This is an optimization exercise on Yosys and OpenROAD, whose aim is small area, a short achievable clock period and few clock cycles per item, not a production implementation. Where RTL was checked, it was by simulation tests only, not by an equivalence proof against the original. The RTL of runs 1 and 2 was laid out without a check of its function.

$ cat design/flow/flow/run.sh
#!/bin/bash
# The standard layout (standard.sh: unchanged synthesis and steps), except that the
# buffers placed on the ports are plain buf_2 cells rather than the placer's default choice,
# and the timing repair aims 6.0 ns below the clock period.
set -euo pipefail
bash standard.sh "BUFFER_PORTS_ARGS=-buffer_cell sky130_fd_sc_hd__buf_2" SETUP_SLACK_MARGIN=6.0 finish > make.log 2>&1
$ cat design/flow/standard.sh
#!/bin/bash
# synth_recipe.tcl (not shown) runs the flow's synth.tcl, then flattens the netlist and writes it again
# the make line also repeats each setting of config.mk as NAME=value (left out here)
make -C /OpenROAD-flow-scripts/flow DESIGN_CONFIG=/design/flow/config.mk WORK_HOME=/design/flow/orfs CLKGATE_MAP_FILE= SYNTH_SCRIPT=/design/flow/synth_recipe.tcl "${@:-finish}"
$ cat design/flow/config.mk
export PLATFORM = sky130hd
export DESIGN_NAME = muldiv_sequencer
export DESIGN_NICKNAME = muldiv_sequencer
export VERILOG_FILES = /design/flow/design.v
export SDC_FILE = /design/flow/constraint.sdc
export NUM_CORES = 4
export LEC_CHECK = 0
export CAP_MARGIN = 20
export CORE_MARGIN = 2
export CORE_UTILIZATION = 40
export CTS_BUF_LIST = sky130_fd_sc_hd__clkbuf_4 sky130_fd_sc_hd__clkbuf_8
export SETUP_SLACK_MARGIN = 5
export SLEW_MARGIN = 20
$ cat design/flow/constraint.sdc
create_clock -name core_clock -period 11.0 [get_ports {clk}]
set_input_delay 2.2000 -clock core_clock [delete_from_list [all_inputs] [get_ports {clk}]]
set_output_delay 2.2000 -clock core_clock [all_outputs]
set_load 0.01 [all_outputs]
$ cat design/flow/design.v
module muldiv_sequencer #(
   parameter int WIDTH = 32
) (
   input  logic              clk,
   input  logic              rst,
   input  logic              op_valid,
   input  logic [1:0]        op_code,
   input  logic [WIDTH-1:0]  src_a,
   input  logic [WIDTH-1:0]  src_b,
   input  logic              flush,
   output logic              busy,
   output logic              res_valid,
   output logic [WIDTH-1:0]  res_hi,
   output logic [WIDTH-1:0]  res_lo
);
   localparam int N = 39;
   localparam logic [5:0] B_ZERO  = 6'b000_000;
   localparam logic [5:0] B_ADD1  = 6'b000_001;    
   localparam logic [5:0] B_SUB1  = 6'b000_101;    
   localparam logic [5:0] B_ADD2  = 6'b000_010;    
   localparam logic [5:0] B_SUB2  = 6'b000_110;    
   localparam logic [5:0] B_ADD4  = 6'b001_000;    
   localparam logic [5:0] B_SUB4  = 6'b101_000;    
   logic st_mul_q, st_pre_q, st_neg_q, st_aln_q, st_itr_q, st_fxr_q, st_fxq_q, st_done_q;
   logic st_mul_d, st_pre_d, st_neg_d, st_aln_d, st_itr_d, st_fxr_d, st_fxq_d, st_done_d;
   logic [31:0] h_q, h_d, l_q, l_d;
   logic [32:0] d_q, d_d;           
   logic [5:0]  bc_q, bc_d;         
   logic        s_mul_q, s_l_q, s_inv_q;    
   logic [4:0]  cnt_q, cnt_d;
   logic [1:0]  e_q, e_d;           
   logic        na_q, na_d;         
   logic        nb_q, nb_d;         
   wire idle = ~(st_mul_q | st_pre_q | st_neg_q | st_aln_q | st_itr_q |
                 st_fxr_q | st_fxq_q | st_done_q);
   wire op_signed = ~op_code[0];
   wire accept    = idle & op_valid & ~flush;
   wire [35:0] bx  = {{4{op_signed & src_a[31]}}, src_a};
   wire [36:0] bxs = {bx, 1'b0};
   function automatic logic [2:0] bdec(input logic [2:0] t);    
      logic zero, two;
      zero = (t == 3'b000) | (t == 3'b111);
      two  = (t == 3'b100) | (t == 3'b011);
      bdec = {t[2] & ~zero, two, ~zero & ~two};
   endfunction
   logic [31:0] sa_sfx;              
   logic [8:0]  js_oh;               
   logic [3:0]  js;
   always_comb begin
      logic [8:0] oh;
      sa_sfx[31] = 1'b1;
      for (int t = 30; t >= 0; t--) sa_sfx[t] = sa_sfx[t+1] & (src_a[t] == src_a[31]);
      oh[0] = sa_sfx[3];
      for (int j = 1; j < 8; j++) oh[j] = sa_sfx[4*j+3] & ~sa_sfx[4*j-1];
      oh[8] = ~sa_sfx[31];             
      js_oh = (~op_signed & src_a[31]) ? 9'b1_0000_0000 : oh;
      js = '0;
      for (int j = 0; j < 9; j++)
         if (js_oh[j]) js = js | j[3:0];
   end
   logic [4:0] w_idle, w_run;
   always_comb begin
      w_idle = '0;
      w_run  = '0;
      for (int k = 0; k < 9; k++) begin
         w_idle = w_idle | ({5{js_oh[k]}} & bxs[4*k +: 5]);
         if (cnt_q[3:0] == k + 1) w_run = bxs[4*k +: 5];
      end
   end
   wire [4:0] wsel = idle ? w_idle : w_run;
   wire [5:0] dw_sel = {bdec(wsel[4:2]), bdec(wsel[2:0])};
   function automatic logic [35:0] booth(input logic [2:0] c, input logic [32:0] a);
      logic [33:0] y;
      y     = ({34{c[0]}} & {a[32], a}) | ({34{c[1]}} & {a, 1'b0});
      y     = y ^ {34{c[2]}};
      booth = {c[2], y[33], y};
   endfunction
   wire [35:0]  bt1 = booth(bc_q[5:3], d_q);
   wire [35:0]  bt0 = booth(bc_q[2:0], d_q);
   wire         n1  = bt1[35];
   wire         n0  = bt0[35];
   wire [N-1:0] i1  = {{2{bt1[34]}}, bt1[34:0], n1, n1};    
   wire [N-1:0] i2  = {{4{bt0[34]}}, bt0[34:0]};
   logic [N-1:0] i0;
   always_comb begin
      if (s_mul_q)      i0 = {6'd0, h_q[0], l_q, 4'b0000};
      else if (s_l_q)   i0 = {7'd0, ~l_q};
      else              i0 = {7'd0, h_q ^ {32{s_inv_q}}};
   end
   wire cl = n1 | s_inv_q | s_l_q;
   wire [N-1:0] cs_s = i0 ^ i1 ^ i2;
   wire [N-1:0] cs_c = (i0 & i1) | (i0 & i2) | (i1 & i2);
   wire [N-1:0] t    = cs_s + {cs_c[N-2:0], cl} + {{(N-1){1'b0}}, n0};    
   wire         q    = ~t[N-1];
   wire         fast = t[N-1];                  
   wire         fixq = na_q ^ nb_q;
   logic [26:0] hu;
   always_comb begin
      logic all1, all0, inc, dec;
      inc = ~e_q[1] & e_q[0];
      dec = e_q[1];
      all1 = 1'b1; all0 = 1'b1;
      for (int i = 0; i < 27; i++) begin
         hu[i] = h_q[5+i] ^ ((inc & all1) | (dec & all0));
         all1 = all1 & h_q[5+i];
         all0 = all0 & ~h_q[5+i];
      end
   end
   always_comb begin
      st_mul_d = 1'b0; st_pre_d = 1'b0; st_neg_d = 1'b0; st_aln_d = 1'b0;
      st_itr_d = 1'b0; st_fxr_d = 1'b0; st_fxq_d = 1'b0; st_done_d = 1'b0;
      h_d = h_q; l_d = l_q; d_d = d_q; bc_d = B_ZERO; cnt_d = cnt_q; e_d = e_q;
      na_d = na_q; nb_d = nb_q;
      if (idle) begin
         na_d = op_signed & src_a[31];
         nb_d = op_signed & src_b[31];
         l_d  = '0;
         e_d  = 2'b00;
         if (op_code[1]) begin
            h_d      = src_a;
            d_d      = {op_signed & src_b[31], src_b};
            bc_d     = (op_signed & src_b[31]) ? B_ADD1 : B_SUB1;
            st_pre_d = accept;
         end else begin
            h_d      = '0;
            d_d      = {op_signed & src_b[31], src_b};
            bc_d     = dw_sel;
            cnt_d    = {1'b0, js};
            st_mul_d = accept;
         end
      end
      if (st_mul_q) begin
         h_d   = {hu[22:0], h_q[4:1], t[36:32]};
         l_d   = t[31:0];
         e_d   = t[38:37];
         bc_d  = dw_sel;
         cnt_d = cnt_q - 5'd1;
         if (cnt_q == 5'd0) st_done_d = 1'b1;
         else               st_mul_d  = 1'b1;
      end
      if (st_pre_q) begin
         cnt_d = 5'd1;
         bc_d  = nb_q ? B_ADD4 : B_SUB4;
         if (fast)      st_done_d = 1'b1;
         else if (na_q) begin st_neg_d = 1'b1; bc_d = B_ZERO; end
         else           st_aln_d  = 1'b1;
      end
      if (st_neg_q) begin
         h_d      = t[31:0];
         bc_d     = nb_q ? B_ADD4 : B_SUB4;
         st_aln_d = 1'b1;
      end
      if (st_aln_q) begin
         if (q && cnt_q != 5'd31) begin
            d_d      = {d_q[30:0], 2'b00};
            cnt_d    = cnt_q + 5'd2;
            bc_d     = nb_q ? B_ADD4 : B_SUB4;
            st_aln_d = 1'b1;
         end else begin
            bc_d     = nb_q ? B_ADD2 : B_SUB2;
            st_itr_d = 1'b1;
         end
      end
      if (st_itr_q) begin
         if (q) h_d = t[31:0];
         l_d   = {l_q[30:0], q};
         if (!cnt_q[0]) d_d = {{2{d_q[32]}}, d_q[32:2]};
         cnt_d = cnt_q - 5'd1;
         if (cnt_q[0]) bc_d = nb_q ? B_ADD1 : B_SUB1;
         else          bc_d = nb_q ? B_ADD2 : B_SUB2;
         if (cnt_q == 5'd0) begin
            bc_d = B_ZERO;
            if (na_q)      st_fxr_d  = 1'b1;
            else if (fixq) st_fxq_d  = 1'b1;
            else           st_done_d = 1'b1;
         end else st_itr_d = 1'b1;
      end
      if (st_fxr_q) begin
         h_d = t[31:0];
         if (fixq) st_fxq_d  = 1'b1;
         else      st_done_d = 1'b1;
      end
      if (st_fxq_q) begin
         l_d       = t[31:0];
         st_done_d = 1'b1;
      end
      if (flush) begin
         st_mul_d = 1'b0; st_pre_d = 1'b0; st_neg_d = 1'b0; st_aln_d = 1'b0;
         st_itr_d = 1'b0; st_fxr_d = 1'b0; st_fxq_d = 1'b0; st_done_d = 1'b0;
      end
   end
   always_ff @(posedge clk) begin
      s_mul_q <= st_mul_d;
      s_l_q   <= st_fxq_d;
      s_inv_q <= st_neg_d | st_fxr_d | (st_pre_d & na_d);
   end
   always_ff @(posedge clk or posedge rst) begin
      if (rst) begin
         st_mul_q  <= 1'b0;
         st_pre_q  <= 1'b0;
         st_neg_q  <= 1'b0;
         st_aln_q  <= 1'b0;
         st_itr_q  <= 1'b0;
         st_fxr_q  <= 1'b0;
         st_fxq_q  <= 1'b0;
         st_done_q <= 1'b0;
      end else begin
         st_mul_q  <= st_mul_d;
         st_pre_q  <= st_pre_d;
         st_neg_q  <= st_neg_d;
         st_aln_q  <= st_aln_d;
         st_itr_q  <= st_itr_d;
         st_fxr_q  <= st_fxr_d;
         st_fxq_q  <= st_fxq_d;
         st_done_q <= st_done_d;
      end
   end
   always_ff @(posedge clk) begin
      h_q   <= h_d;
      l_q   <= l_d;
      d_q   <= d_d;
      bc_q  <= bc_d;
      cnt_q <= cnt_d;
      e_q   <= e_d;
      na_q  <= na_d;
      nb_q  <= nb_d;
   end
   assign busy      = op_valid & ~flush & ~st_done_q;
   assign res_valid = st_done_q;
   assign res_hi    = {hu, h_q[4:0]};
   assign res_lo    = l_q;
endmodule
==> reports/metrics.cfg, run 1 <==
[layout]
antenna_cells = 0
fin_cells = 2165
syn2layout_area_growth_pct = 15.38
fin_nets = 1908
drive_gt1_frac = 0.1724
postLayoutCellArea_um2 = 14960
final_util = 0.4716

[timing]
setup_ws_ns = 5.202
max_freq_ghz = 0.1725
worst_pin_slew_ns = 0.9068
slew_headroom = 0.3933
min_period_ns = 5.798
rsz0062_at_grt = yes
finalMaxSlewViolations = 0
finalClockSkew_ns = 0.02307
setup_violations = 0
period_share = 0.5271
hold_violations = 0
fin_hold_ws_ns = 0.5463
tns_ns = 0

[global_routing]
use_met2 = 0.4501
grt_max_degree = 74
use_met1 = 0.3632
grt_usage = 0.2765
grt.overflow.total = 0
grt_busiest_layer = met2
use_met3 = 0.05725
antenna_found_initial = 1
grt_pass1_vias = 12090
grt_first_pass_wirelength_um = 71770

[yosys]
synth_edf_count = 37
syn_area_um2 = 12960
synthAdderAreaFrac = 0.1081
ys_async_sr_fraction = 0.06504
synth_top_family_by_area = compound AO/OA/AOI/OAI gates
synth_seq_cells = 123
syn_nets = 1830
synthMuxAreaShare = 0.03252
yosys.area_share.simple = 0.2157
ys_seq_area_frac = 0.2216
syn_inst = 1672
synth_cell_type_count = 87
ys.flop_type = dfxtp_1
postSynthAreaPerCell_um2 = 7.754
synth_compound_area_frac = 0.2482
synth-xor-area-share = 0.1088
yosysWarnings = 1

[min_path]
hold_path.class = reg -> reg

[routing]
drt_wl_total_um = 47950
wire_per_inst_um = 22.15
vias = 13290
dr.pass1.iters = 9
drt-initial-drc-count = 1347
drc = 0
post_drt_via_cell_ratio = 6.137
ant_nets = 0

[floorplan]
start_util = 0.4088
die_w_um = 184.0
die_y_um = 184.0
row_count = 65
io_pins = 136
dieArea_um2 = 33870
coreArea_um2 = 31720

[clock_network]
holdBufCountCts = 0
clock_tree.buffer_depth = 2
clk_pin_slew_ns = 0.08
cts_tree = built
cts_buffers = 17
htree_levels = 4
clock-sinks = 123
cts_root_buf = clkbuf_8
clk_latency_ns = 0.49

[critical_path]
cp_slowest_cell = or4b_4
endpoint_kind = primary output
crit_fanout = 3
crit_chain = or4b_4 -> nor4b_4 -> nand3_2 -> or4b_4 -> nor3_4 -> nand2b_1 -> nand2b_4 -> o32ai_4 -> xor2_2 -> buf_2
cp.arrival_ns = 3.60
cpPeakStageDelay_ns = 0.58
worstSetupStartpointType = register
critPathMostFrequentCell = or4b_4
crit_type = reg -> out
cp.required_ns = 8.80

[job]
drv_cap = 0

[place]
io_buffers = 135
routabilityCongestion = 0.9880
place_ws_ns = 5.191
dp_cells = 2103
dp.final_hpwl_um = 35540
dpl-instance-area_um2 = 13850

[outcome]
status = no timing/DRC/antenna violations

[cells in the mapped netlist, types with 9 or more instances]
| master | n | area [µm²] |
|---|---|---|
| a21o_1 | 18 | 135.1 |
| nor2_1 | 127 | 476.7 |
| nand2b_1 | 21 | 131.4 |
| nand2_1 | 219 | 822.0 |
| a211oi_1 | 39 | 292.8 |
| xor2_1 | 56 | 490.5 |
| o21ai_0 | 77 | 385.4 |
| a211o_1 | 9 | 78.83 |
| nand3_1 | 43 | 215.2 |
| and2_1 | 12 | 75.07 |
| a21oi_1 | 97 | 485.5 |
| and3_1 | 45 | 281.5 |
| buf_1 | 12 | 45.04 |
| a31oi_1 | 12 | 75.07 |
| mux2i_1 | 32 | 320.3 |
| fa_1 | 40 | 800.8 |
| nor2b_1 | 18 | 112.6 |
| a222oi_1 | 13 | 130.1 |
| nor3_1 | 19 | 95.09 |
| a22oi_1 | 74 | 555.5 |
| o31ai_1 | 34 | 255.2 |
| dfxtp_1 | 78 | 1562 |
| ha_1 | 48 | 600.6 |
| inv_1 | 92 | 345.3 |
| nand4_1 | 12 | 75.07 |
| a22o_1 | 11 | 96.34 |
| nand3b_1 | 19 | 142.6 |
| clkbuf_1 | 102 | 382.9 |
| edfxtp_1 | 37 | 1111 |
| xnor2_1 | 105 | 919.6 |
[sequential cells by signal (all words and copies together) (netlist names)]
| signal | cells |
|---|---|
| nb_q | 1 |
| s_l_q | 1 |
| st_itr_q | 1 |
| st_done_q | 1 |
| e_q | 2 |
| st_mul_q | 1 |
| st_neg_q | 1 |
| na_q | 1 |
| d_q | 33 |
| s_inv_q | 1 |
| h_q | 32 |
| st_fxq_q | 1 |
| st_fxr_q | 1 |
| l_q | 32 |
| cnt_q | 5 |
| st_aln_q | 1 |
| st_pre_q | 1 |
| bc_q | 6 |
| s_mul_q | 1 |
[layer usage]
metal	vias to the layer above	routed length (µm)
met3	92	3561
met2	594	22480
met1	6453	20300
met5	-	0
li1	6148	-
met4	0	1596
[path summary, 6_finish.rpt]
path	start	endpoint	slack, ns	cells after the start
setup / recovery	e_q[1]$_SDFFCE_PN0P_	res_hi[31]	5.20	10
hold / removal	d_q[27]$_DFF_P_	d_q[25]$_DFF_P_	0.55	2
setup reg to reg	s_inv_q$_DFF_P_	bc_q[5]$_SDFF_PP0_	6.12	17
hold reg to reg	d_q[27]$_DFF_P_	d_q[25]$_DFF_P_	0.55	2
max in group asynchronous	rst	st_mul_q$_DFF_PP0_	9.08	2
min in group asynchronous	rst	st_itr_q$_DFF_PP0_	1.65	2
[layout by cell type, fill, tap and decap left out, drive strengths merged, types with 40 or more instances in the layout]
cell type  instances
nor2             128
dfxtp             78
ha                48
a22oi             74
xor2              56
a21oi             97
nand2            219
buf              182
xnor2            105
and3              45
inv               93
fa                40
o21ai             77
nand3             44
[kinds of logic (layout without fill, tap and decap cells)]
| group | after synthesis | after routing |
|---|---|---|
| muxes | 40 | 40 |
| buffers and inverters | 218 | 309 |
| and+or+nand+nor | 578 | 578 |
| AOI/OAI and AO/OA | 464 | 464 |
| DFF | 123 | 123 |
| adders and majority gates | 88 | 88 |
| xor gates and xnor gates | 161 | 161 |
[final cells by class]
class / instances / area (µm²)
repair buffers: 184 / 1175
well taps: 402 / 503.0
multi-input cells: 1331 / 9630
inverters: 93 / 352.8
clock inverters: 12 / 147.6
flip-flops and latches: 123 / 2894
fillers: 3207 / 16760
clock buffers: 20 / 256.5
[critical path: cells and delay by family, from the launching register on]
family | cells | cell delay, ns
AO/OA/AOI/OAI | 1 | 0.25
AND/OR/NAND/NOR | 7 | 2.04
flip-flops | 1 | 0.46
buffers and inverters | 1 | 0.16
XOR/XNOR | 1 | 0.20
[repair_timing]
action | CTS | global route
setup endpoints to repair | 105 | 93
gates resized for setup | 36 | 58
gates cloned | 0 | 2
pin swaps | 5 | 10
setup buffers | 13 | 15
==> run 2: changes to the inputs <==
--- a/design/flow/design.v
+++ b/design/flow/design.v
@@ -43,32 +43,33 @@
       two  = (t == 3'b100) | (t == 3'b011);
       bdec = {t[2] & ~zero, two, ~zero & ~two};
    endfunction
-   logic [31:0] sa_sfx;              
+   logic [30:0] eqs;                 
+   logic [7:0]  top_eq;              
    logic [8:0]  js_oh;               
    logic [3:0]  js;
    always_comb begin
       logic [8:0] oh;
-      sa_sfx[31] = 1'b1;
-      for (int t = 30; t >= 0; t--) sa_sfx[t] = sa_sfx[t+1] & (src_a[t] == src_a[31]);
-      oh[0] = sa_sfx[3];
-      for (int j = 1; j < 8; j++) oh[j] = sa_sfx[4*j+3] & ~sa_sfx[4*j-1];
-      oh[8] = ~sa_sfx[31];             
+      eqs = ~(src_a[30:0] ^ {31{src_a[31]}});
+      for (int j = 0; j < 8; j++) top_eq[j] = &(eqs | ((31'd1 << (4*j+3)) - 31'd1));
+      oh[0] = top_eq[0];
+      for (int j = 1; j < 8; j++) oh[j] = top_eq[j] & ~top_eq[j-1];
+      oh[8] = 1'b0;                    
       js_oh = (~op_signed & src_a[31]) ? 9'b1_0000_0000 : oh;
       js = '0;
       for (int j = 0; j < 9; j++)
          if (js_oh[j]) js = js | j[3:0];
    end
-   logic [4:0] w_idle, w_run;
-   always_comb begin
-      w_idle = '0;
-      w_run  = '0;
+   logic [5:0] dw_idle;
+   logic [4:0] w_run;
+   always_comb begin
+      dw_idle = '0;
+      w_run   = '0;
       for (int k = 0; k < 9; k++) begin
-         w_idle = w_idle | ({5{js_oh[k]}} & bxs[4*k +: 5]);
+         dw_idle = dw_idle | ({6{js_oh[k]}} & {bdec(bxs[4*k+2 +: 3]), bdec(bxs[4*k +: 3])});
          if (cnt_q[3:0] == k + 1) w_run = bxs[4*k +: 5];
       end
    end
-   wire [4:0] wsel = idle ? w_idle : w_run;
-   wire [5:0] dw_sel = {bdec(wsel[4:2]), bdec(wsel[2:0])};
+   wire [5:0] dw_run = {bdec(w_run[4:2]), bdec(w_run[2:0])};
    function automatic logic [35:0] booth(input logic [2:0] c, input logic [32:0] a);
       logic [33:0] y;
       y     = ({34{c[0]}} & {a[32], a}) | ({34{c[1]}} & {a, 1'b0});
@@ -124,7 +125,7 @@
          end else begin
             h_d      = '0;
             d_d      = {op_signed & src_b[31], src_b};
-            bc_d     = dw_sel;
+            bc_d     = dw_idle;
             cnt_d    = {1'b0, js};
             st_mul_d = accept;
          end
@@ -133,7 +134,7 @@
          h_d   = {hu[22:0], h_q[4:1], t[36:32]};
          l_d   = t[31:0];
          e_d   = t[38:37];
-         bc_d  = dw_sel;
+         bc_d  = dw_run;
          cnt_d = cnt_q - 5'd1;
          if (cnt_q == 5'd0) st_done_d = 1'b1;
          else               st_mul_d  = 1'b1;
--- a/design/flow/config.mk
+++ b/design/flow/config.mk
@@ -8,6 +8,5 @@
 export CAP_MARGIN = 20
 export CORE_MARGIN = 2
 export CORE_UTILIZATION = 40
-export CTS_BUF_LIST = sky130_fd_sc_hd__clkbuf_4 sky130_fd_sc_hd__clkbuf_8
 export SETUP_SLACK_MARGIN = 5
 export SLEW_MARGIN = 20
==> run 2 against run 1 <==
Final cell count increased by 4.8%. Fmax increased by 6.6%. Synthesized cell count increased by 4.5%. Cell area increased by 2.8%. Worst hold slack improved by 0.0059 ns. Clock-buffer cell count increased by 1. Area after synthesis increased by 3.0%. Largest cell class unchanged. Die area increased by 2.9%.
==> reports/metrics.cfg, run 2 <==
[floorplan]
row_count = 66
die_y_um = 186.7
die_w_um = 186.7
start_util = 0.4084
io_pins = 136
coreArea_um2 = 32700
dieArea_um2 = 34860

[clock_network]
clk_pin_slew_ns = 0.07
clock-sinks = 123
cts_tree = built
clock_tree.buffer_depth = 2
cts_root_buf = clkbuf_16
cts_buffers = 17
clk_latency_ns = 0.44
holdBufCountCts = 0
htree_levels = 4

[job]
drv_cap = 0

[routing]
ant_nets = 0
drc = 0
drt_wl_total_um = 49020
wire_per_inst_um = 21.61
vias = 13800
drt-initial-drc-count = 1412
post_drt_via_cell_ratio = 6.086
dr.pass1.iters = 10

[yosys]
yosys.area_share.simple = 0.2094
syn_nets = 1905
syn_area_um2 = 13350
synth_edf_count = 37
synthMuxAreaShare = 0.03214
synth_top_family_by_area = compound AO/OA/AOI/OAI gates
syn_inst = 1748
ys_seq_area_frac = 0.2151
ys.flop_type = dfxtp_1
yosysMostFrequentCell = nand2_1
synth-xor-area-share = 0.1076
synth_compound_area_frac = 0.2588
synth_area_leaders = dfxtp_1 (12%), edfxtp_1 (8.3%), xnor2_1 (7.0%)
postSynthAreaPerCell_um2 = 7.640
yosysTopAreaCellShare = 0.1169
synth_cell_type_count = 83
synthAdderAreaFrac = 0.1040
synth_common_cells = nand2_1 (234), nor2_1 (144), clkbuf_1 (117)
yosysWarnings = 1
synth_seq_cells = 123
ys_async_sr_fraction = 0.06504
synth_top_area_cell = dfxtp_1

[critical_path]
reg2reg_slack_ns = 6.24
reg2reg_to = l_q[28]$_DFFE_PP_
r2r-start = bc_q[5]$_SDFF_PP0_
crit_fanout = 3
endpoint_kind = primary output
crit_type = reg -> out
worstSetupStartpointType = register
rr_worst_depth = 14
cp.arrival_ns = 3.24
cp.required_ns = 8.80

[place]
io_buffers = 135
routabilityCongestion = 0.9211
place_ws_ns = 5.322
dp.final_hpwl_um = 36230
dpl-instance-area_um2 = 14180
dp_cells = 2198

[min_path]
hp-start = d_q[20]$_DFF_P_
hold_depth = 2
hold_path.class = reg -> reg
min_to = d_q[18]$_DFF_P_

[layout]
postLayoutCellArea_um2 = 15370
largestRegisters = d_q (33), h_q (32), l_q (32)
fin_nets = 1970
fin_cells = 2268
largest_register = d_q
antenna_cells = 0
drive_gt1_frac = 0.1555
final_util = 0.4701
largest_reg_flops = 33
fillers = 3293
layout_common_cells = nand2_1 (233), nor2_1 (139), buf_2 (135), xnor2_1 (102), inv_1 (97)
layout_commonest_cell = nand2_1
syn2layout_area_growth_pct = 15.11

[timing]
finalMaxSlewViolations = 0
setup_violations = 0
fin_hold_ws_ns = 0.5521
worst_pin_slew_ns = 1.032
min_period_ns = 5.438
slew_headroom = 0.3092
rsz0062_at_grt = yes
tns_ns = 0
hold_violations = 0
finalClockSkew_ns = 0.01029
max_freq_ghz = 0.1839
period_share = 0.4944
setup_ws_ns = 5.562

[global_routing]
grt_usage = 0.2748
grt_first_pass_wirelength_um = 75500
antenna_found_initial = 0
grt_max_degree = 66
grt.overflow.total = 0
grt_pass1_vias = 12950

[outcome]
status = no timing/DRC/antenna violations

==> run 2: cell types whose count changed in the layout (fill, tap and decap cells not counted), moves of 15 or more <==
cell       previous run  this run
a222oi_1             13        28
nor2_1              124       139
o21ai_0              69        86
clkbuf_8             17         0
clkbuf_16             2        22
nand2_1             217       233
==> run 2: final cells by class <==
type	instances	area, µm²	area share
clock buffers	21	504.2	0.03280
clock inverters	11	92.59	0.006023
inverters	98	367.9	0.02393
multi-input cells	1381	9677	0.6295
flip-flops and latches	123	2912	0.1894
well taps	442	553.0	0.03598
repair buffers	192	1266	0.08237
==> run 2: worst max-delay path, stage by stage, from the launching register on <==
cell and delay, ns:
dfxtp_4 0.34, or4_4 0.54, or4_4 0.45, or4_4 0.50, or4_4 0.46, nor3_2 0.12, a31oi_1 0.07, xnor2_1 0.17
buf_2 0.15
==> run 2: logic make-up (layout without fill, tap and decap cells) <==
group,after synthesis,after routing
XOR/XNOR,164,164
flip-flops,123,123
AND/OR/NAND/NOR,590,590
adder cells (fa/ha/maj),87,87
buffers and inverters,244,322
AO/OA/AOI/OAI,499,499
multiplexers,41,41
==> run 2: routing by layer <==
layer  global-route usage  wire [µm]  up-vias
li1                     -          -     6432
met1               0.3567      20320     6678
met2               0.4704      23830      601
met3              0.03762       3409       93
met4              0.09005       1464        0
met5                    0          0        -
==> run 2: worst max-delay path by stage <==
stage	start	end	slack [ns]
2_1_floorplan	flush	busy	6.10
3_3_place_gp	s_inv_q$_DFF_P_	cnt_q[0]$_DFFE_PP_	5.48
3_5_place_dp	s_inv_q$_DFF_P_	cnt_q[0]$_DFFE_PP_	5.32
4_1_cts	e_q[1]$_SDFFCE_PN0P_	res_hi[30]	5.56
5_1_grt	e_q[1]$_SDFFCE_PN0P_	res_hi[31]	5.48
6_report	h_q[20]$_DFF_P_	res_hi[31]	5.56
==> run 2: timing repair <==
item,CTS,global route
gates resized for setup,27,34
endpoints found under the setup margin,103,101
cloned,1,2
pin swaps,13,10
hold endpoints to repair,0,0
setup buffers,21,14
==> run 3: changes to the inputs <==
--- a/design/flow/design.v
+++ b/design/flow/design.v
@@ -43,14 +43,16 @@
       two  = (t == 3'b100) | (t == 3'b011);
       bdec = {t[2] & ~zero, two, ~zero & ~two};
    endfunction
-   logic [30:0] eqs;                 
    logic [7:0]  top_eq;              
    logic [8:0]  js_oh;               
    logic [3:0]  js;
    always_comb begin
       logic [8:0] oh;
-      eqs = ~(src_a[30:0] ^ {31{src_a[31]}});
-      for (int j = 0; j < 8; j++) top_eq[j] = &(eqs | ((31'd1 << (4*j+3)) - 31'd1));
+      logic [30:0] below;
+      for (int j = 0; j < 8; j++) begin
+         below = (31'd1 << (4*j+3)) - 31'd1;         
+         top_eq[j] = src_a[31] ? &(src_a[30:0] | below) : ~|(src_a[30:0] & ~below);
+      end
       oh[0] = top_eq[0];
       for (int j = 1; j < 8; j++) oh[j] = top_eq[j] & ~top_eq[j-1];
       oh[8] = 1'b0;                    
--- a/design/flow/config.mk
+++ b/design/flow/config.mk
@@ -8,5 +8,7 @@
 export CAP_MARGIN = 20
 export CORE_MARGIN = 2
 export CORE_UTILIZATION = 40
+export CTS_BUF_LIST = sky130_fd_sc_hd__clkbuf_4 sky130_fd_sc_hd__clkbuf_8
+export PLACE_DENSITY = 0.75
 export SETUP_SLACK_MARGIN = 5
 export SLEW_MARGIN = 20
==> run 3 against run 2 <==
Register-to-register slack worse by 0.12 ns. Worst setup slack improved by 0.20 ns. First-iteration DRC count rose by 54%. Wire length increased by 5.0%. Final cell count rose by 1.7%. Critical path type unchanged. Cell area grew 0.63%. Synthesized cell count rose by 2.2%. Still clean on timing, DRC and antenna. Sequential cell count unchanged. Highest routed layer unchanged. Global-route usage hardly changed.
==> reports/metrics.cfg, run 3 <==
[clock_network]
clk_pin_slew_ns = 0.09
clock-sinks = 123
holdBufCountCts = 0
cts_root_buf = clkbuf_8
cts_buffers = 17
htree_levels = 4
clock_tree.buffer_depth = 2
clk_latency_ns = 0.48
cts_tree = built

[yosys]
synth_area_leaders = dfxtp_1 (11%), edfxtp_1 (8.1%), xnor2_1 (6.9%)
ys_async_sr_fraction = 0.06504
yosysTopAreaCellShare = 0.1143
syn_inst = 1787
synth_top_area_cell = dfxtp_1
synth_seq_cells = 123
ys.flop_type = dfxtp_1
synth_edf_count = 37
yosysWarnings = 1
synthAdderAreaFrac = 0.1017
synth_top_family_by_area = compound AO/OA/AOI/OAI gates
postSynthAreaPerCell_um2 = 7.642
synth_compound_area_frac = 0.2614
synth_cell_type_count = 92
ys_seq_area_frac = 0.2104
yosysMostFrequentCell = nand2_1
syn_area_um2 = 13660
yosys.area_share.simple = 0.2091
syn_nets = 1944
synth-xor-area-share = 0.1146
synthMuxAreaShare = 0.02685
synth_common_cells = nand2_1 (236), nor2_1 (149), clkbuf_1 (121)

[timing]
max_freq_ghz = 0.1908
min_period_ns = 5.241
hold_violations = 0
slew_headroom = 0.3429
fin_hold_ws_ns = 0.5587
worst_pin_slew_ns = 0.9767
tns_ns = 0
finalMaxSlewViolations = 0
rsz0062_at_grt = yes
setup_violations = 0
finalClockSkew_ns = 0.02308
setup_ws_ns = 5.759
period_share = 0.4764

[min_path]
hold_depth = 2
hold_path.class = reg -> reg

[layout]
final_util = 0.4602
antenna_cells = 0
largestRegisters = d_q (33), h_q (32), l_q (32)
postLayoutCellArea_um2 = 15470
layout_commonest_cell = nand2_1
layout_common_cells = nand2_1 (235), nor2_1 (145), buf_2 (135), xnor2_1 (105), a21oi_1 (101)
largest_reg_flops = 33
fin_nets = 2003
syn2layout_area_growth_pct = 13.28
largest_register = d_q
drive_gt1_frac = 0.1608

[place]
routabilityCongestion = 0.9665
place_ws_ns = 5.227
dpl-instance-area_um2 = 14380
io_buffers = 135
dp.final_hpwl_um = 38170

[global_routing]
grt_max_degree = 75
grt_usage = 0.2747
grt_first_pass_wirelength_um = 76800
grt.overflow.total = 0
grt_pass1_vias = 13230
antenna_found_initial = 0

[critical_path]
endpoint_kind = primary output
crit_chain = nor4b_4 -> nand4bb_2 -> or3_4 -> or4_4 -> buf_4 -> o41ai_4 -> xnor2_2 -> buf_2
cpPeakStageDelay_ns = 0.47
cp_num_cells = 8
worstSetupStartpointType = register
crit_family = simple AND/OR/NAND/NOR gates
cp.buffers_inverters = 2
cp.required_ns = 8.80
crit_type = reg -> out
cp.arrival_ns = 3.04
cp_slowest_cell = or4_4
rr_worst_depth = 17
crit_fanout = 4

[routing]
vias = 14440
drt-initial-drc-count = 2178
dr.pass1.iters = 8
post_drt_via_cell_ratio = 6.259
ant_nets = 0
drt_wl_total_um = 51470
drc = 0
wire_per_inst_um = 22.31

[floorplan]
die_y_um = 188.8
io_pins = 136
start_util = 0.4062
coreArea_um2 = 33620
die_w_um = 188.8
row_count = 67
dieArea_um2 = 35630

[job]
drv_cap = 0

[outcome]
status = no timing/DRC/antenna violations

run 3: cell count changes in the layout (fill, tap and decap cells not counted), moves of 6 or more:
cell	before	now
a21oi_1	90	101
a22oi_1	82	76
clkbuf_16	22	3
clkbuf_8	0	17
nand3_1	32	24
nand4_1	7	21
nor2_1	139	145
nor2b_1	22	10
o22ai_1	10	4
or4_1	3	9
xor2_2	0	7
run 3: cell type report:
cell class	count	area, µm²
Timing Repair Buffer	192	1232
Fill cell	3282	18150
Multi-Input combinational cell	1413	9978
Tap cell	448	560.5
Inverter	99	375.4
Clock buffer	17	234.0
Sequential cell	123	2900
Clock inverter	15	187.7
run 3: final timing paths:
| path | end | slack [ns] | from |
|---|---|---|---|
| min in group asynchronous | st_mul_q$_DFF_PP0_ | 1.65 | rst |
| worst min register to register | d_q[18]$_DFF_P_ | 0.56 | d_q[20]$_DFF_P_ |
| worst max-delay path | res_hi[29] | 5.76 | e_q[1]$_SDFFCE_PN0P_ |
| worst min-delay path | d_q[18]$_DFF_P_ | 0.56 | d_q[20]$_DFF_P_ |
| max in group asynchronous | st_itr_q$_DFF_PP0_ | 9.12 | rst |
| worst max register to register | d_q[22]$_DFF_P_ | 6.12 | s_inv_q$_DFF_P_ |
run 3: timing repair:
item	in CTS	in global routing
resized for setup	31	37
setup buffers	21	15
endpoints found under the setup margin	101	71
cloned	0	4
pin swaps	9	11
run 3: per-stage QoR:
step                instances
finish                   2307
CTS                      2288
detailed placement       2235
global route             2307
global placement         2235
floorplan                1787
run 3: tightest hold or removal path: stages, from the launching register on:
cell	delay (ns)
dfxtp_1	0.38
nand2_1	0.08
o31ai_1	0.06
run 3: kinds of logic (layout without fill, tap and decap cells):
kind of cell / count (synthesis) / after routing
buffers and inverters: 251 / 323
multiplexers: 36 / 36
AO/OA/AOI/OAI: 511 / 511
flip-flops: 123 / 123
adder cells (fa/ha/maj): 87 / 87
XOR/XNOR: 177 / 177
AND/OR/NAND/NOR: 602 / 602
run 3: per-layer routing:
| metal | track usage | wire [µm] | share of wire |
|---|---|---|---|
| met1 | 0.3841 | 22050 | 0.43 |
| met2 | 0.4188 | 22690 | 0.44 |
| met3 | 0.05047 | 4786 | 0.093 |
| met4 | 0.1061 | 1935 | 0.038 |
| met5 | 0 | 0 | 0 |
Testbench counts of run 3, summed over its fixed seeds: cycles 23,050, ops 2,400.
==> run 4: changes to the inputs <==
--- a/design/flow/config.mk
+++ b/design/flow/config.mk
@@ -9,6 +9,5 @@
 export CORE_MARGIN = 2
 export CORE_UTILIZATION = 40
 export CTS_BUF_LIST = sky130_fd_sc_hd__clkbuf_4 sky130_fd_sc_hd__clkbuf_8
-export PLACE_DENSITY = 0.75
 export SETUP_SLACK_MARGIN = 5
 export SLEW_MARGIN = 20
==> run 4 against run 3 <==
Core utilization down 0.52 points. Synthesized cell count unchanged. First-iteration DRC count is 22% lower. Critical path depth rose by 1. Highest routed layer unchanged. Critical endpoint is now res_hi[31]. Fmax up 1.8%. Final cell count down 0.52%. Still clean on timing, DRC and antenna. Die area is the same. Worst hold slack got worse by 0.014 ns. Cell area down 1.1%.
==> reports/metrics.cfg, run 4 <==
[timing]
hold_violations = 0
worst_pin_slew_ns = 0.8729
rsz0062_at_grt = yes
period_share = 0.4681
max_freq_ghz = 0.1942
setup_violations = 0
finalMaxSlewViolations = 0
tns_ns = 0
slew_headroom = 0.4127
finalClockSkew_ns = 0.01603
min_period_ns = 5.149

[global_routing]
use_met3 = 0.03297
grt.overflow.total = 0
grt_first_pass_wirelength_um = 77200
grt_usage = 0.2785
use_met2 = 0.4399
use_met1 = 0.4020
grt_pass1_vias = 12880
grt_busiest_layer = met2
grt_max_degree = 75
antenna_found_initial = 0

[routing]
wire_per_inst_um = 22.28
dr.pass1.iters = 10
drc = 0
post_drt_via_cell_ratio = 6.137
drt_wl_total_um = 51140
drt-initial-drc-count = 1696
vias = 14080
ant_nets = 0

[floorplan]
io_pins = 136
die_y_um = 188.8
dieArea_um2 = 35630
row_count = 67
coreArea_um2 = 33620
start_util = 0.4062
die_w_um = 188.8

[yosys]
syn_nets = 1944
yosysTopAreaCellShare = 0.1143
synth_compound_area_frac = 0.2614
synthAdderAreaFrac = 0.1017
ys_seq_area_frac = 0.2104
ys.flop_type = dfxtp_1
synth_top_family_by_area = compound AO/OA/AOI/OAI gates
synth_seq_cells = 123
yosysWarnings = 1
syn_area_um2 = 13660
ys_async_sr_fraction = 0.06504
synth_cell_type_count = 92
synth_common_cells = nand2_1 (236), nor2_1 (149), clkbuf_1 (121)
synthMuxAreaShare = 0.02685
synth_edf_count = 37
synth_top_area_cell = dfxtp_1
yosysMostFrequentCell = nand2_1
synth_area_leaders = dfxtp_1 (11%), edfxtp_1 (8.1%), xnor2_1 (6.9%)
postSynthAreaPerCell_um2 = 7.642
synth-xor-area-share = 0.1146
yosys.area_share.simple = 0.2091
syn_inst = 1787

[layout]
largest_reg_flops = 33
syn2layout_area_growth_pct = 11.98
largest_register = d_q
antenna_cells = 0
fin_nets = 1991
drive_gt1_frac = 0.1548
layout_common_cells = nand2_1 (235), nor2_1 (145), buf_2 (135), xnor2_1 (104), a21oi_1 (102)
postLayoutCellArea_um2 = 15290
largestRegisters = d_q (33), h_q (32), l_q (32)
layout_commonest_cell = nand2_1

[critical_path]
r2r-start = s_l_q$_DFF_P_
crit_family = simple AND/OR/NAND/NOR gates
cp.arrival_ns = 2.95
crit_type = reg -> out
worstSetupStartpointType = register
cp.required_ns = 8.80
reg2reg_slack_ns = 6.11
reg2reg_to = h_q[10]$_DFF_P_
cp.buffers_inverters = 1
rr_worst_depth = 14
crit_chain = nor4b_4 -> nand4bb_4 -> or3_4 -> or4_4 -> nor3_2 -> nand2_1 -> o21ai_2 -> xor2_1 -> buf_2
cp_slowest_cell = or4_4
crit_fanout = 5
endpoint_kind = primary output
cpPeakStageDelay_ns = 0.48

[min_path]
min_to = d_q[16]$_DFF_P_
hp-start = d_q[18]$_DFF_P_
hold_depth = 2
hold_path.class = reg -> reg

[place]
io_buffers = 135
routabilityCongestion = 0.9740
dpl-instance-area_um2 = 14380
dp.final_hpwl_um = 38780

[clock_network]
htree_levels = 4
cts_tree = built
holdBufCountCts = 0
clock_tree.buffer_depth = 2
cts_buffers = 17
clock-sinks = 123
clk_latency_ns = 0.46
cts_root_buf = clkbuf_8
clk_pin_slew_ns = 0.08

[outcome]
status = no timing/DRC/antenna violations

[job]
drv_cap = 0

[run 4: layout make-up]
class / instances / area [µm²]
clock buffer: 23 / 285.3
clock inverter: 9 / 121.4
fill: 3420 / 18320
inverter: 99 / 371.6
multi-input combinational: 1413 / 9961
sequential: 123 / 2897
tap: 448 / 560.5
timing repair buffer: 180 / 1096
[run 4: cell families (layout without fill, tap and decap cells)]
logic type      after synthesis  after routing
buf+inv                     251            311
simple gates                602            602
xor+xnor                    177            177
flops                       123            123
mux                          36             36
fa+ha+maj                    87             87
compound gates              511            511
[run 4: metal layers]
layer / wire length [µm] / up-vias / share of wire
li1: - / 6527 / -
met3: 4369 / 67 / 0.085
met4: 1114 / 0 / 0.022
met1: 22660 / 6750 / 0.44
met2: 22990 / 740 / 0.45
met5: 0 / - / 0
[run 4: worst max-delay path by stage]
stage                     slack, ns  cells past startpoint            endpoint            startpoint
after global placement         5.44                     15   d_q[32]$_DFFE_PP_       s_inv_q$_DFF_P_
after global routing           5.74                      9          res_hi[31]  e_q[1]$_SDFFCE_PN0P_
after detailed placement       5.30                     14   d_q[32]$_DFFE_PP_       bc_q[0]$_DFF_P_
final                          5.85                      9          res_hi[31]  e_q[1]$_SDFFCE_PN0P_
after CTS                      5.85                      8          res_hi[24]  e_q[1]$_SDFFCE_PN0P_
after floorplan                6.02                     17  bc_q[5]$_SDFF_PP0_       s_inv_q$_DFF_P_
[run 4: what timing repair did]
| action | in CTS | in global routing |
|---|---|---|
| setup buffers | 15 | 11 |
| pin swaps | 6 | 5 |
| gates resized for setup | 32 | 23 |
| cloned | 0 | 2 |
| setup endpoints to repair | 108 | 69 |
[run 4: worst min-delay path: stages, from the launching register on]
cell and delay (ns):
dfxtp_1 0.38, nand2_1 0.08, o31ai_1 0.06
[run 4: metrics by stage]
stage | worst slack (ns) | cells | utilization | hold slack [ns]
3_5_place_dp | 5.303 | 2235 | 0.4278 | 0.5383
5_1_grt | 5.735 | 2295 | 0.4549 | 0.5852
2_1_floorplan | 6.019 | 1787 | - | 0.4834
4_1_cts | 5.845 | 2282 | 0.4472 | 0.5484
6_report | 5.851 | 2295 | 0.4549 | 0.5450
3_3_place_gp | 5.442 | 2235 | 0.4278 | 0.5315
==> run 5: changes to the inputs <==
==> design/flow/flow/run.sh (replaced) <==
#!/bin/bash
# The standard layout (standard.sh: unchanged synthesis and steps), except that the
# buffers placed on the ports are plain buf_2 cells rather than the placer's default choice,
# and the timing repair aims 5.8 ns below the clock period.
set -euo pipefail
bash standard.sh "BUFFER_PORTS_ARGS=-buffer_cell sky130_fd_sc_hd__buf_2" SETUP_SLACK_MARGIN=5.8 finish > make.log 2>&1
==> run 5 against run 4 <==
Clock-buffer cell count down 4. Still clean on timing, DRC and antenna. Synthesized cell count unchanged. Core utilization down 0.64 points. Critical path depth down 2. Highest routed layer unchanged. Global-route usage about the same. Worst setup slack better by 0.028 ns. Non-clock buffer count down 7.
==> reports/metrics.cfg, run 5 <==
[timing]
rsz0062_at_grt = yes
finalClockSkew_ns = 0.01875
max_freq_ghz = 0.1953
finalMaxSlewViolations = 0
period_share = 0.4655
hold_violations = 0
tns_ns = 0
min_period_ns = 5.120
fin_hold_ws_ns = 0.5456
setup_ws_ns = 5.880
slew_headroom = 0.2463
worst_pin_slew_ns = 1.102
setup_violations = 0

[critical_path]
worstSetupStartpointType = register
cp_num_cells = 7
endpoint_kind = primary output
crit_chain = nor4b_4 -> nand4bb_4 -> or3_4 -> or4_4 -> o41ai_1 -> xnor2_1 -> buf_2
cp_slowest_cell = or4_4
crit_fanout = 5
cp.arrival_ns = 2.92
rr_worst_depth = 17
crit_type = reg -> out
cp.required_ns = 8.80
crit_family = simple AND/OR/NAND/NOR gates
cpPeakStageDelay_ns = 0.48
cp.buffers_inverters = 1

[layout]
layout_common_cells = nand2_1 (236), nor2_1 (145), buf_2 (135), xnor2_1 (106), a21oi_1 (102)
drive_gt1_frac = 0.1418
fin_nets = 1984
largest_register = d_q
antenna_cells = 0
largestRegisters = d_q (33), h_q (32), l_q (32)
syn2layout_area_growth_pct = 10.42
layout_commonest_cell = nand2_1
largest_reg_flops = 33

[routing]
drt_wl_total_um = 50940
dr.pass1.iters = 12
vias = 13940
post_drt_via_cell_ratio = 6.094
ant_nets = 0
drc = 0
drt-initial-drc-count = 1705
wire_per_inst_um = 22.26

[place]
io_buffers = 135
routabilityCongestion = 0.9379
dp.final_hpwl_um = 39010
place_ws_ns = 5.256

[floorplan]
start_util = 0.4062
dieArea_um2 = 35630
die_y_um = 188.8
io_pins = 136
row_count = 67
die_w_um = 188.8
coreArea_um2 = 33620

[clock_network]
cts_tree = built
clock_tree.buffer_depth = 2
clock-sinks = 123
clk_pin_slew_ns = 0.09
htree_levels = 4
cts_buffers = 17
holdBufCountCts = 0
clk_latency_ns = 0.48
cts_root_buf = clkbuf_8

[yosys]
synth_top_area_cell = dfxtp_1
ys_async_sr_fraction = 0.06504
synth_area_leaders = dfxtp_1 (11%), edfxtp_1 (8.1%), xnor2_1 (6.9%)
ys.flop_type = dfxtp_1
syn_nets = 1944
yosysMostFrequentCell = nand2_1
yosysTopAreaCellShare = 0.1143
ys_seq_area_frac = 0.2104
synth_cell_type_count = 92
synth_edf_count = 37
postSynthAreaPerCell_um2 = 7.642
syn_inst = 1787
synth_common_cells = nand2_1 (236), nor2_1 (149), clkbuf_1 (121)
yosysWarnings = 1
syn_area_um2 = 13660
synth_seq_cells = 123

[global_routing]
grt_max_degree = 75
antenna_found_initial = 1
grt_usage = 0.2783
grt_first_pass_wirelength_um = 76510
grt_pass1_vias = 12780
grt.overflow.total = 0

[job]
drv_cap = 0

[min_path]
hold_path.class = reg -> reg
hold_depth = 2

[outcome]
status = no timing/DRC/antenna violations

-- run 5: changes by cell type in the layout (fill, tap and decap cells not counted), moves of 3 or more --
cell / previous run / this run
o21ai_2: 4 / 1
clkbuf_4: 5 / 1
clkinv_2: 5 / 2
clkinv_4: 0 / 5
buf_4: 36 / 31
-- run 5: logic make-up (layout without fill, tap and decap cells) --
group | Yosys count | count (layout) | share of synthesized area
buffers and inverters | 251 | 304 | 0.07596
muxes | 36 | 36 | 0.02685
xor gates and xnor gates | 177 | 177 | 0.1146
adders and majority gates | 87 | 87 | 0.1017
AOI/OAI and AO/OA | 511 | 511 | 0.2614
DFF | 123 | 123 | 0.2104
and+or+nand+nor | 602 | 602 | 0.2091
-- run 5: timing repair --
action,in CTS,in global routing
buffers inserted,4,16
pin swaps,3,3
hold endpoints to repair,0,0
gates resized for setup,13,17
setup endpoints to repair,94,81
-- run 5: final timing paths --
path	endpoint	slack (ns)	from
max	res_hi[29]	5.88	e_q[1]$_SDFFCE_PN0P_
min	d_q[29]$_DFF_P_	0.55	d_q[31]$_DFF_P_
max reg2reg	l_q[28]$_DFFE_PP_	5.93	s_inv_q$_DFF_P_
min reg2reg	d_q[29]$_DFF_P_	0.55	d_q[31]$_DFF_P_
max in group asynchronous	st_mul_q$_DFF_PP0_	9.04	rst
min in group asynchronous	st_itr_q$_DFF_PP0_	1.66	rst
-- run 5: metal layers --
| metal | global-route usage | part of all wire | wire length (µm) |
|---|---|---|---|
| met4 | 0.08804 | 0.029 | 1462 |
| met2 | 0.4260 | 0.44 | 22400 |
| met5 | 0 | 0 | 0 |
| met1 | 0.3935 | 0.45 | 22880 |
| met3 | 0.05346 | 0.083 | 4204 |
-- run 5: worst register-to-register path, delay by kind of cell, from the launching register on --
family          cells  cell delay (ns)
flops               1             0.40
fa+ha+maj           2             0.92
simple gates        3             0.53
compound gates      7             2.13
xor+xnor            2             0.45
buf+inv             3             0.41
-- run 5: final cells by class --
| cell class | instances | area, µm² |
|---|---|---|
| Inverter | 99 | 371.6 |
| Fill cell | 3443 | 18540 |
| Clock buffer | 19 | 255.2 |
| Timing Repair Buffer | 173 | 1021 |
| Tap cell | 448 | 560.5 |
| Clock inverter | 13 | 143.9 |
| Multi-Input combinational cell | 1413 | 9837 |
| Sequential cell | 123 | 2889 |
-- run 5: through the flow --
step / instance area [µm²] / cells / utilization
after floorplan: 13660 / 1787 / -
after global placement: 14390 / 2236 / 0.4281
after detailed placement: 14390 / 2236 / 0.4281
after CTS: 14880 / 2272 / 0.4426
after global routing: 15080 / 2288 / 0.4485
final: 15080 / 2288 / 0.4485

-- static timing again, ports no longer ideal --
In the flow no input, the clock included, has a driving cell. The finished layouts below were timed again as built, in two steps. Step 1, drivers: a clkbuf_16 drives clk and a buf_2 each remaining input, both assumed. Step 2 times the ports against the registers' clock, not the clock port: input delays grow and output delays shrink by t, the midpoint of the rising clock arrivals with the driver on. Three values: ideal ports, drivers, drivers and shift; two values: the first two.
| run | t, ns | setup slack, ns | worst hold slack (ns) | clock arrival spread, ns |
|---|---|---|---|---|
| run 1 | 0.532 | 5.202 / 5.154 / 5.612 | 0.546 / 0.546 / 0.546 | 0.023 / 0.023 |
| run 2 | 0.488 | 5.562 / 5.507 / 5.816 | 0.552 / 0.552 / 0.552 | 0.010 / 0.010 |
| run 3 | 0.514 | 5.759 / 5.713 / 5.655 | 0.559 / 0.559 / 0.559 | 0.024 / 0.023 |
| run 4 | 0.497 | 5.851 / 5.808 / 5.744 | 0.545 / 0.545 / 0.545 | 0.016 / 0.016 |
| run 5 | 0.514 | 5.880 / 5.835 / 5.752 | 0.546 / 0.546 / 0.546 | 0.019 / 0.019 |
After both steps setup and hold are still met in every run listed. The setup slack of run 5, which loses most, moves by -0.045 ns with the drivers and by -0.128 ns with both steps.
